This is an optimization exercise on Yosys and OpenROAD, whose aim is small area, a short achievable clock period and few clock cycles, not a production implementation.
Function was checked by simulation only, so behaviour that the tests miss may differ from the original.
No activity file was given, so power comes from the tool's default toggle rates.

Setup of old:
==> flow/design.v <==
`default_nettype none
package ucode_pkg;
    localparam int INSTR_W = 32;
    localparam int REG_AW  = 4;   
    localparam int DATA_W  = 32;
    localparam int IMM_W   = 16;
    localparam int OPC_W   = 7;   
    localparam logic [OPC_W-1:0] OP_MOV  = 7'b0000000;  
    localparam logic [OPC_W-1:0] OP_ADD  = 7'b0110001;  
    localparam logic [OPC_W-1:0] OP_SUB  = 7'b0110010;  
    localparam logic [OPC_W-1:0] OP_MULI = 7'b0111000;  
    localparam logic [OPC_W-1:0] OP_NOP  = 7'b1100100;
    typedef struct packed {
        logic [OPC_W-1:0]                    opcode;
        logic [REG_AW-1:0]                   rd;
        logic [REG_AW-1:0]                   rs1;
        logic [REG_AW-1:0]                   rs2;
        logic [INSTR_W-OPC_W-3*REG_AW-1:0]   spare;  
    } instr_alu_t;
    typedef struct packed {
        logic [OPC_W-1:0]  opcode;
        logic [REG_AW-1:0] rd;
        logic [REG_AW-1:0] rs1;    
        logic              pad;
        logic [IMM_W-1:0]  imm;
    } instr_imm_t;
    typedef union packed {
        instr_alu_t alu;
        instr_imm_t imm;
    } instr_word_u;
endpackage
`default_nettype wire
`timescale 1ns/100ps
`default_nettype none
module ucode_core (
    input  logic                          clk,
    input  logic                          rst,
    input  logic                          in_valid,
    output logic                          in_ready,
    input  logic [ucode_pkg::INSTR_W-1:0] in_instr,
    output logic                          wb_valid,
    input  logic                          wb_ready,
    output logic [ucode_pkg::REG_AW-1:0]  wb_reg,
    output logic [ucode_pkg::DATA_W-1:0]  wb_data
);
    logic [6:0]  in_op;
    logic        dec_mov, dec_sub, dec_muli, dec_real;
    logic [3:0]  dec_rd, dec_ra, dec_rb;
    logic [15:0] dec_imm;
    assign in_op = in_instr[31:25];
    always_comb begin
        dec_mov  = 1'b0;
        dec_sub  = 1'b0;
        dec_muli = 1'b0;
        dec_real = 1'b0;
        dec_rd   = in_instr[24:21];
        dec_ra   = in_instr[20:17];
        dec_rb   = in_instr[16:13];
        dec_imm  = in_instr[15:0];
        case (in_op)
            ucode_pkg::OP_MOV: begin
                dec_real = 1'b1;
                dec_mov  = 1'b1;
            end
            ucode_pkg::OP_ADD: dec_real = 1'b1;
            ucode_pkg::OP_SUB: begin
                dec_real = 1'b1;
                dec_sub  = 1'b1;
            end
            ucode_pkg::OP_MULI: begin
                dec_real = 1'b1;
                if (in_instr[15:0] == 16'h0) begin
                    dec_mov = 1'b1;                      
                end else begin
                    dec_muli = 1'b1;                     
                    dec_ra   = in_instr[24:21];
                    dec_rb   = in_instr[20:17];
                end
            end
            default: dec_real = 1'b0;                    
        endcase
    end
    logic        skv;
    logic        sk_mov, sk_sub, sk_muli;
    logic [3:0]  sk_rd, sk_ra, sk_rb;
    logic [15:0] sk_imm;
    logic        irv;
    logic        ir_mov, ir_sub, ir_muli;
    logic [3:0]  ir_rd, ir_ra, ir_rb;
    logic [15:0] ir_imm;                                 
    logic        ir_ph;                                  
    logic        take;
    logic        ir_free;
    logic        d_issue;
    logic        d_last;
    logic        e_fire;
    assign in_ready = !skv;
    assign take     = in_valid && !skv;
    logic        ev;
    logic [3:0]  e_rd;
    logic [31:0] e_a, e_b;
    logic        e_sub;
    assign e_fire  = ev && (!wb_valid || wb_ready);
    assign d_issue = irv && (!ev || e_fire);
    assign d_last  = !ir_muli || (ir_ph && ir_imm == 16'd1);
    assign ir_free = !irv || (d_issue && d_last);
    always_ff @(posedge clk or posedge rst) begin
        if (rst) begin
            skv   <= 1'b0;
            irv   <= 1'b0;
            ir_ph <= 1'b0;
        end else begin
            if (ir_free) begin
                ir_ph <= 1'b0;
                if (skv) begin
                    irv <= 1'b1;
                    skv <= 1'b0;
                end else begin
                    irv <= take && dec_real;
                end
            end else begin
                if (take && dec_real) skv <= 1'b1;
                if (d_issue) ir_ph <= 1'b1;
            end
        end
    end
    always_ff @(posedge clk) begin
        if (!skv && !ir_free) begin
            sk_mov  <= dec_mov;
            sk_sub  <= dec_sub;
            sk_muli <= dec_muli;
            sk_rd   <= dec_rd;
            sk_ra   <= dec_ra;
            sk_rb   <= dec_rb;
            sk_imm  <= dec_imm;
        end
        if (ir_free) begin
            if (skv) begin
                ir_mov  <= sk_mov;
                ir_sub  <= sk_sub;
                ir_muli <= sk_muli;
                ir_rd   <= sk_rd;
                ir_ra   <= sk_ra;
                ir_rb   <= sk_rb;
                ir_imm  <= sk_imm;
            end else begin
                ir_mov  <= dec_mov;
                ir_sub  <= dec_sub;
                ir_muli <= dec_muli;
                ir_rd   <= dec_rd;
                ir_ra   <= dec_ra;
                ir_rb   <= dec_rb;
                ir_imm  <= dec_imm;
            end
        end else if (d_issue && ir_ph) begin
            ir_imm <= ir_imm - 16'd1;                    
        end
    end
    logic [31:0] rf [16];
    logic [15:0] rv;                                     
    logic [31:0] rd_a, rd_b;
    logic        u_mov;
    logic        fw_a, fw_b;                             
    logic [31:0] e_res;
    logic [31:0] nx_a, nx_b;
    always_comb begin
        rd_a = '0;
        rd_b = '0;
        for (int i = 0; i < 16; i++) begin
            rd_a = rd_a | (rf[i] & {32{rv[i] && ir_ra == 4'(i)}});
            rd_b = rd_b | (rf[i] & {32{rv[i] && ir_rb == 4'(i)}});
        end
    end
    assign u_mov = ir_mov || (ir_muli && !ir_ph);
    assign fw_a  = ev && e_rd == ir_ra;                  
    assign fw_b  = ev && e_rd == ir_rb;
    assign nx_a  = u_mov ? (ir_muli ? 32'h0 : {16'h0, ir_imm}) : (fw_a ? e_res : rd_a);
    assign nx_b  = u_mov ? 32'h0 : ((fw_b ? e_res : rd_b) ^ {32{ir_sub}});
    always_ff @(posedge clk or posedge rst) begin
        if (rst) begin
            ev       <= 1'b0;
            rv       <= '0;
            wb_valid <= 1'b0;
        end else begin
            if (d_issue) begin
                ev <= 1'b1;
            end else if (e_fire) begin
                ev <= 1'b0;
            end
            if (wb_ready) begin
                wb_valid <= 1'b0;
            end
            if (e_fire) begin
                rv[e_rd] <= 1'b1;
                wb_valid <= 1'b1;
            end
        end
    end
    always_ff @(posedge clk) begin
        if (d_issue) begin
            e_rd  <= ir_rd;
            e_sub <= ir_sub && !u_mov;
            e_a   <= nx_a;
            e_b   <= nx_b;                               
        end
    end
    logic [31:0] pg_g, pg_p;
    logic [31:0] gg [6];
    logic [31:0] pp [6];
    logic [32:0] cy;
    assign pg_g = e_a & e_b;
    assign pg_p = e_a ^ e_b;
    always_comb begin
        gg[0] = pg_g;
        pp[0] = pg_p;
        gg[0][0] = pg_g[0] | (pg_p[0] & e_sub);          
        for (int l = 0; l < 5; l++) begin
            gg[l+1] = gg[l];
            pp[l+1] = pp[l];
            for (int i = 0; i < 32; i++) begin
                if ((i >> l) & 1) begin
                    gg[l+1][i] = gg[l][i] | (pp[l][i] & gg[l][((i >> l) << l) - 1]);
                    pp[l+1][i] = pp[l][i] & pp[l][((i >> l) << l) - 1];
                end
            end
        end
        cy[0] = e_sub;
        for (int i = 0; i < 32; i++) cy[i+1] = gg[5][i];
    end
    assign e_res = pg_p ^ cy[31:0];
    always_ff @(posedge clk) begin
        if (e_fire) begin
            rf[e_rd] <= e_res;
            wb_reg   <= e_rd;
            wb_data  <= e_res;
        end
    end
endmodule
`default_nettype wire
clock: 8.5 ns
lec_check: 0
cap_margin: 20
core_margin: 2
core_utilization: 65
setup_slack_margin: 5
slew_margin: 20
run.sh (not shown) runs the stock make flow with config.mk's settings and CLKGATE_MAP_FILE= SYNTH_SCRIPT=/design/flow/synth_recipe.tcl, a recipe that flattens the netlist after the stock synthesis.
Testbench counts of old, summed over its fixed seeds: cycles 8,520.
Setup changes, old to new
--- a/flow/design.v
+++ b/flow/design.v
@@ -96,12 +96,13 @@
     logic        e_fire;
     assign in_ready = !skv;
     assign take     = in_valid && !skv;
     logic        ev;
     logic [3:0]  e_rd;
     logic [31:0] e_a, e_b;
+    logic        e_fa, e_fb;                             
     logic        e_sub;
     assign e_fire  = ev && (!wb_valid || wb_ready);
     assign d_issue = irv && (!ev || e_fire);
     assign d_last  = !ir_muli || (ir_ph && ir_imm == 16'd1);
     assign ir_free = !irv || (d_issue && d_last);
     always_ff @(posedge clk or posedge rst) begin
@@ -157,28 +158,17 @@
         end
     end
     logic [31:0] rf [16];
     logic [15:0] rv;                                     
     logic [31:0] rd_a, rd_b;
     logic        u_mov;
-    logic        fw_a, fw_b;                             
     logic [31:0] e_res;
-    logic [31:0] nx_a, nx_b;
-    always_comb begin
-        rd_a = '0;
-        rd_b = '0;
-        for (int i = 0; i < 16; i++) begin
-            rd_a = rd_a | (rf[i] & {32{rv[i] && ir_ra == 4'(i)}});
-            rd_b = rd_b | (rf[i] & {32{rv[i] && ir_rb == 4'(i)}});
-        end
-    end
+    logic [31:0] op_a, op_b;
+    assign rd_a  = rv[ir_ra] ? rf[ir_ra] : 32'h0;
+    assign rd_b  = rv[ir_rb] ? rf[ir_rb] : 32'h0;
     assign u_mov = ir_mov || (ir_muli && !ir_ph);
-    assign fw_a  = ev && e_rd == ir_ra;                  
-    assign fw_b  = ev && e_rd == ir_rb;
-    assign nx_a  = u_mov ? (ir_muli ? 32'h0 : {16'h0, ir_imm}) : (fw_a ? e_res : rd_a);
-    assign nx_b  = u_mov ? 32'h0 : ((fw_b ? e_res : rd_b) ^ {32{ir_sub}});
     always_ff @(posedge clk or posedge rst) begin
         if (rst) begin
             ev       <= 1'b0;
             rv       <= '0;
             wb_valid <= 1'b0;
         end else begin
@@ -196,41 +186,22 @@
             end
         end
     end
     always_ff @(posedge clk) begin
         if (d_issue) begin
             e_rd  <= ir_rd;
-            e_sub <= ir_sub && !u_mov;
-            e_a   <= nx_a;
-            e_b   <= nx_b;                               
-        end
-    end
-    logic [31:0] pg_g, pg_p;
-    logic [31:0] gg [6];
-    logic [31:0] pp [6];
-    logic [32:0] cy;
-    assign pg_g = e_a & e_b;
-    assign pg_p = e_a ^ e_b;
-    always_comb begin
-        gg[0] = pg_g;
-        pp[0] = pg_p;
-        gg[0][0] = pg_g[0] | (pg_p[0] & e_sub);          
-        for (int l = 0; l < 5; l++) begin
-            gg[l+1] = gg[l];
-            pp[l+1] = pp[l];
-            for (int i = 0; i < 32; i++) begin
-                if ((i >> l) & 1) begin
-                    gg[l+1][i] = gg[l][i] | (pp[l][i] & gg[l][((i >> l) << l) - 1]);
-                    pp[l+1][i] = pp[l][i] & pp[l][((i >> l) << l) - 1];
-                end
-            end
-        end
-        cy[0] = e_sub;
-        for (int i = 0; i < 32; i++) cy[i+1] = gg[5][i];
-    end
-    assign e_res = pg_p ^ cy[31:0];
+            e_sub <= ir_sub;
+            e_a   <= u_mov ? (ir_muli ? 32'h0 : {16'h0, ir_imm}) : rd_a;
+            e_b   <= u_mov ? 32'h0 : rd_b;
+            e_fa  <= !u_mov && ev && e_rd == ir_ra;
+            e_fb  <= !u_mov && ev && e_rd == ir_rb;
+        end
+    end
+    assign op_a  = e_fa ? wb_data : e_a;
+    assign op_b  = e_fb ? wb_data : e_b;
+    assign e_res = e_sub ? op_a - op_b : op_a + op_b;
     always_ff @(posedge clk) begin
         if (e_fire) begin
             rf[e_rd] <= e_res;
             wb_reg   <= e_rd;
             wb_data  <= e_res;
         end
## What came out
Maximum frequency shrinks by more than 10% when moving from old to new. Relative to old, the global-route usage of new is lower by 6.5 points. Re number of signal-net inverters in the final layout: new is 33% down on old. Diff old -> new | proportion of cell area occupied by multi-input gates | increase of 6.3 points. Routed length on met2: new higher than old. The lower combinational share of power of new and old is in old. Vertical extent of the die ends up higher on new. new vs old, cell count along the critical path went up by 12. Design area, new vs old: up by more than 10%. new drops fewer vias than old. Going from old to new, distinct cell type count after synthesis lower, share of the core filled with cells higher, synthesized cell count lower.
Testbench counts of new, summed over its fixed seeds: cycles 8,520.

## static timing again, ports no longer ideal
The flow's constraints put no driver on any port. The routed layouts listed below were extracted and timed again, unchanged, in two steps.
Step 1, drivers: a clkbuf_16 drives clk and a buf_2 each remaining input, both assumed.
Step 2, shift: input delay + t, output delay - t, t = (earliest + latest rising clock arrival at the registers) / 2. This alone moves slack from input paths to output paths.
Three values: ideal ports, drivers, drivers and shift; two values: the first two.
run	t (ns)	setup WS [ns]	hold slack, ns
old	0.672	5.032 / 5.036 / 4.364	0.422 / 0.422 / 0.422
new	0.691	3.932 / 3.932 / 3.932	0.418 / 0.418 / 0.418
After both steps setup and hold are still met in every run listed. The setup slack of old, which loses most, moves by +0.004 ns with the drivers and by -0.668 ns with both steps.
